Background: an optimization exercise with open tools, aiming at small area and a short achievable clock period. Do not read the settings as production practice.
Where RTL was checked, it was by simulation tests only, not by an equivalence proof against the original.
Power figures rest on the tool's default switching activity, not on a simulated workload.

==> module fpp_gt33, before the edit <==
module fpp_gt33 (
    input  logic [32:0] a,
    input  logic [32:0] b,
    output logic        gt
);
    assign gt = a > b;
endmodule
export LEC_CHECK = 0
export CAP_MARGIN = 20
export CORE_MARGIN = 2
export CORE_UTILIZATION = 40
export CTS_BUF_LIST = sky130_fd_sc_hd__clkbuf_4
export SETUP_SLACK_MARGIN = 4.2
export SLEW_MARGIN = 20
export SYNTH_HIERARCHICAL = 1
export SYNTH_MINIMUM_KEEP_SIZE = 0
create_clock -name core_clock -period 7.5 [get_ports {clk}]
standard.sh (not shown) runs the stock make flow with config.mk's settings and CLKGATE_MAP_FILE= SYNTH_SCRIPT=/design/flow/synth_recipe.tcl, a recipe that flattens the netlist after the stock synthesis.
==> flow/flow/run.sh <==
#!/bin/bash
# Layout flow: the standard flow (standard synthesis, floorplan, place, CTS, route,
# finish) unchanged, except that the port buffers are the platform's plain buf_1 cell
# instead of the resizer's default pick; repair_design and repair_timing still resize them.
set -euo pipefail
export BUFFER_PORTS_ARGS="-buffer_cell sky130_fd_sc_hd__buf_1"
bash standard.sh finish > standard.log 2>&1
Edit:
--- a/flow/design.v
+++ b/flow/design.v
@@ -1292,11 +1292,15 @@
 module fpp_gt33 (
     input  logic [32:0] a,
     input  logic [32:0] b,
     output logic        gt
 );
-    assign gt = a > b;
+    always_comb begin
+        gt = 1'b0;
+        for (int i = 0; i < 33; i++)
+            gt = (a[i] & ~b[i]) | ((a[i] | ~b[i]) & gt);
+    end
 endmodule
 module fpp_cpa (input logic [31:0] a, input logic [31:0] b, output logic [31:0] y);
     logic [31:0] p, g;
     assign p = a ^ b;
     assign g = a & b;
Result: Total power climbs by about 3%; setup slack degrades by 18 ps; clock power is about the same; clock skew went up by 6.5 ps; global-route usage increases by 1.1 points; final cell count is higher by 4.1%; design area rose by about 4.5%; clock-buffer cell count goes down by 5.
The RTL of the second run of this note was laid out without a check of its function.

---

## red
Another version of the RTL of fft_power_peak (not shown whole).
Size in the first run: about 210 flip-flops, roughly 160 I/O pins.
clock: 7.5 ns
lec_check: 0
cap_margin: 20
core_margin: 2
core_utilization: 40
setup_slack_margin: 4.2
slew_margin: 20
synth_hierarchical: 1
synth_minimum_keep_size: 0
Scripts as last shown in full above: flow/flow/run.sh
## Diff of input files: blue against red
--- a/flow/design.v
+++ b/flow/design.v
@@ -1197,25 +1197,25 @@
     fpp_fa u_fa215 (.a(r_cs[51]), .b(r_cs[52]), .c(r_cs[53]), .s(s215), .co(c215));
     fpp_fa u_fa216 (.a(r_cs[54]), .b(c213), .c(s215), .s(s216), .co(c216));
     fpp_fa u_fa217 (.a(r_cs[55]), .b(r_cs[56]), .c(r_cs[57]), .s(s217), .co(c217));
     fpp_fa u_fa218 (.a(r_cs[58]), .b(c215), .c(s217), .s(s218), .co(c218));
     fpp_fa u_fa219 (.a(r_cs[59]), .b(r_cs[60]), .c(r_cs[61]), .s(s219), .co(c219));
     fpp_fa u_fa220 (.a(r_cs[62]), .b(c217), .c(s219), .s(s220), .co(c220));
     fpp_fa u_fa221 (.a(r_cs[63]), .b(r_cs[64]), .c(c219), .s(s221), .co(c221));
     fpp_fa u_fa222 (.a(r_cs[65]), .b(r_cs[66]), .c(r_cs[67]), .s(s222), .co(c222));
     fpp_fa u_fa223 (.a(r_cs[68]), .b(r_cs[69]), .c(r_cs[70]), .s(s223), .co(c223));
     fpp_fa u_fa224 (.a(r_cs[71]), .b(r_cs[72]), .c(r_cs[73]), .s(s224), .co(c224));
     assign ra = {~r_cs[81], ~r_cs[79], ~r_cs[77], ~r_cs[75], ~r_cs[74], ~c223, ~c222, ~c221, ~c220, ~c218, ~c216, ~c214, ~c212, ~c210, ~c208, ~s207, ~c203, ~c201, ~c199, ~c197, ~s196, ~s194, ~c192, ~c191, ~c190, ~r_cs[9], ~r_cs[6], ~r_cs[5], ~r_cs[4], ~r_cs[2], 1'b0, r_cs[0]};
     assign rb = {~r_cs[82], ~r_cs[80], ~r_cs[78], ~r_cs[76], ~c224, ~s224, ~s223, ~s222, ~s221, ~s220, ~s218, ~s216, ~s214, ~s212, ~s210, s208, s205, s203, s201, s199, s197, s195, s193, s192, s191, s190, 1'b0, 1'b0, 1'b0, ~r_cs[3], 1'b0, r_cs[1]};
-    fpp_cpa u_cpa (.a(ra), .b(rb), .y(w_sum));
+    assign w_sum = ra + rb;
     logic [31:0] r_pwr;
     always_ff @(posedge clk) begin
         r_pwr <= w_sum;
     end
     always_ff @(posedge clk or negedge rst_n) begin
         if (!rst_n) pwr_valid <= 1'b0;
         else        pwr_valid <= r_s1_valid & ~clear;
     end
     assign pwr_out = {1'b0, r_pwr};
     assign pwr_bin = r_bin_cnt - 3'd1 - {2'b0, r_s1_valid};
     logic        r_run, r_rep;
     logic [31:0] r_run_pwr;
@@ -1269,15 +1269,12 @@
     end
 endmodule
 module fpp_fa (
     input  logic a,
     input  logic b,
     input  logic c,
     output logic s,
     output logic co
 );
     assign s  = a ^ b ^ c;
     assign co = (a & b) | (c & (a ^ b));
 endmodule
-module fpp_cpa (input logic [31:0] a, input logic [31:0] b, output logic [31:0] y);
-    assign y = a + b;
-endmodule
--- outcome ---
blue ends up with a combinational power that is 19% lower than in red.
Compared with red, in blue die outline area dropped 1.2%, amount of wire on met2 after detailed routing climbed 550 microns.
For sequential power, blue and red come out practically identical.
Post-synthesis to final-layout area growth: blue higher than red
blue — sequential group share of total power 3.4 points higher, red as reference
blue packs its core more tightly than red.
From red to blue the numbers moved as follows: number of signal-net buffers in the layout picked up an extra 4.2%; non-clock inverter total of the final layout lost 3; final instance area neither gained nor lost much; minimum setup slack in the final design lost 16 ps; hold slack picked up an extra 7.3 ps.
No functional check of the RTL was part of any run of this note.

---

Another version of the RTL of fft_power_peak (not shown whole).
For scale: ~1600 cells after synthesis, roughly 210 flip-flops, roughly 160 I/O pins.
Settings: LEC_CHECK=0, CAP_MARGIN=20, CORE_MARGIN=2, CORE_UTILIZATION=40, SETUP_SLACK_MARGIN=4.2, SLEW_MARGIN=20, SYNTH_HIERARCHICAL=1, SYNTH_MINIMUM_KEEP_SIZE=0; clock period 7.5 ns.
Scripts as last shown in full above: flow/flow/run.sh
Rerun with:
--- a/flow/design.v
+++ b/flow/design.v
@@ -1223,29 +1223,25 @@
     logic [31:0] r_run_pwr;
     logic [2:0]  r_run_bin;
     logic [31:0] r_peak_pwr;
     logic        w_beat, w_bin0, w_bin7, w_gt, w_take, w_report;
     logic [31:0] w_nxt_pwr;
     logic [2:0]  w_nxt_bin;
     assign dbg_state  = {r_rep, r_run};
     assign peak_valid = r_rep;
     assign peak_pwr   = {1'b0, r_peak_pwr};
     assign w_beat   = pwr_valid & ~clear;
     assign w_bin0   = (pwr_bin == 3'd0);
     assign w_bin7   = (pwr_bin == 3'd7);
-    always_comb begin
-        w_gt = 1'b0;
-        for (int i = 0; i < 32; i++)
-            w_gt = (r_pwr[i] & ~r_run_pwr[i]) | ((r_pwr[i] | ~r_run_pwr[i]) & w_gt);
-    end
+    fpp_gt32 u_gt (.a(r_pwr), .b(r_run_pwr), .gt(w_gt));
     assign w_take   = w_beat & (r_run ? w_gt : w_bin0);
     assign w_report = w_beat & r_run & w_bin7;
     assign w_nxt_pwr = w_take ? r_pwr   : r_run_pwr;
     assign w_nxt_bin = w_take ? pwr_bin : r_run_bin;
     always_ff @(posedge clk) begin
         r_run_pwr <= w_nxt_pwr;
         r_run_bin <= w_nxt_bin;
     end
     always_ff @(posedge clk or negedge rst_n) begin
         if (!rst_n) begin
             r_run      <= 1'b0;
             r_rep      <= 1'b0;
@@ -1257,29 +1253,49 @@
             r_rep     <= w_report;
             frame_cnt <= frame_cnt + {15'd0, w_report};
             if (w_report) begin
                 r_peak_pwr <= w_nxt_pwr;
                 peak_bin   <= w_nxt_bin;
             end
         end
     end
     always_ff @(posedge clk or negedge rst_n) begin
         if (!rst_n) begin
             peak_over <= 1'b0;
         end else if (r_rep) begin
-            peak_over <= ({1'b0, r_peak_pwr} >= thresh);
+            peak_over <= ~w_thr_gt;
         end
     end
+    logic w_thr_gt;
+    fpp_gt33 u_thr (.a(thresh), .b({1'b0, r_peak_pwr}), .gt(w_thr_gt));
 endmodule
 module fpp_fa (
     input  logic a,
     input  logic b,
     input  logic c,
     output logic s,
     output logic co
 );
     assign s  = a ^ b ^ c;
     assign co = (a & b) | (c & (a ^ b));
 endmodule
+module fpp_gt32 (
+    input  logic [31:0] a,
+    input  logic [31:0] b,
+    output logic        gt
+);
+    always_comb begin
+        gt = 1'b0;
+        for (int i = 0; i < 32; i++)
+            gt = (a[i] & ~b[i]) | ((a[i] | ~b[i]) & gt);
+    end
+endmodule
+module fpp_gt33 (
+    input  logic [32:0] a,
+    input  logic [32:0] b,
+    output logic        gt
+);
+    assign gt = a > b;
+endmodule
 module fpp_cpa (input logic [31:0] a, input logic [31:0] b, output logic [31:0] y);
     assign y = a + b;
 endmodule
Effect: Wire length decreases by 9.7%. Cell count decreases by 6.8%. Setup slack improved by 29 ps. Maximum frequency increases by 0.86%. Synthesized area decreases by about 6%. Global-route usage decreases by 1.2 points.
Function not checked in the first run of this note: the RTL went through the layout flow alone.

afterwards: timing with drivers on the ports:
How much do the figures lean on ideal ports? The routed layouts below were timed once more, with nothing changed but the port constraints. Step 1 assumes that a clkbuf_16 drives the clock port and a buf_2 every other input. Step 2 also shifts input and output timing later by t, the mid clock arrival at the registers, as if the neighbouring blocks saw the same clock. a / b / c = ideal ports / drivers / drivers and shift; a / b = the first two.
| run | shift t [ns] | setup slack, ns | hold slack, ns | worst register clock-pin slew, ns |
|---|---|---|---|---|
| the first run of note 1 | 0.732 | 4.032 / 4.032 / 3.471 | 0.436 / 0.436 / 0.436 | 0.07 / 0.07 |
| the second run of note 1 | 0.752 | 4.014 / 4.014 / 3.464 | 0.454 / 0.454 / 0.454 | 0.08 / 0.08 |
| red | 0.565 | 4.098 / 4.088 / 3.523 | 0.447 / 0.447 / 0.447 | 0.06 / 0.06 |
| blue | 0.548 | 4.081 / 4.081 / 3.535 | 0.454 / 0.454 / 0.454 | 0.06 / 0.06 |
| the first run of note 3 | 0.568 | 4.105 / 4.105 / 3.562 | 0.456 / 0.456 / 0.456 | 0.06 / 0.06 |
| the second run of note 3 | 0.562 | 4.134 / 4.121 / 3.559 | 0.439 / 0.439 / 0.439 | 0.06 / 0.06 |
After both steps setup and hold are still met in every run listed.
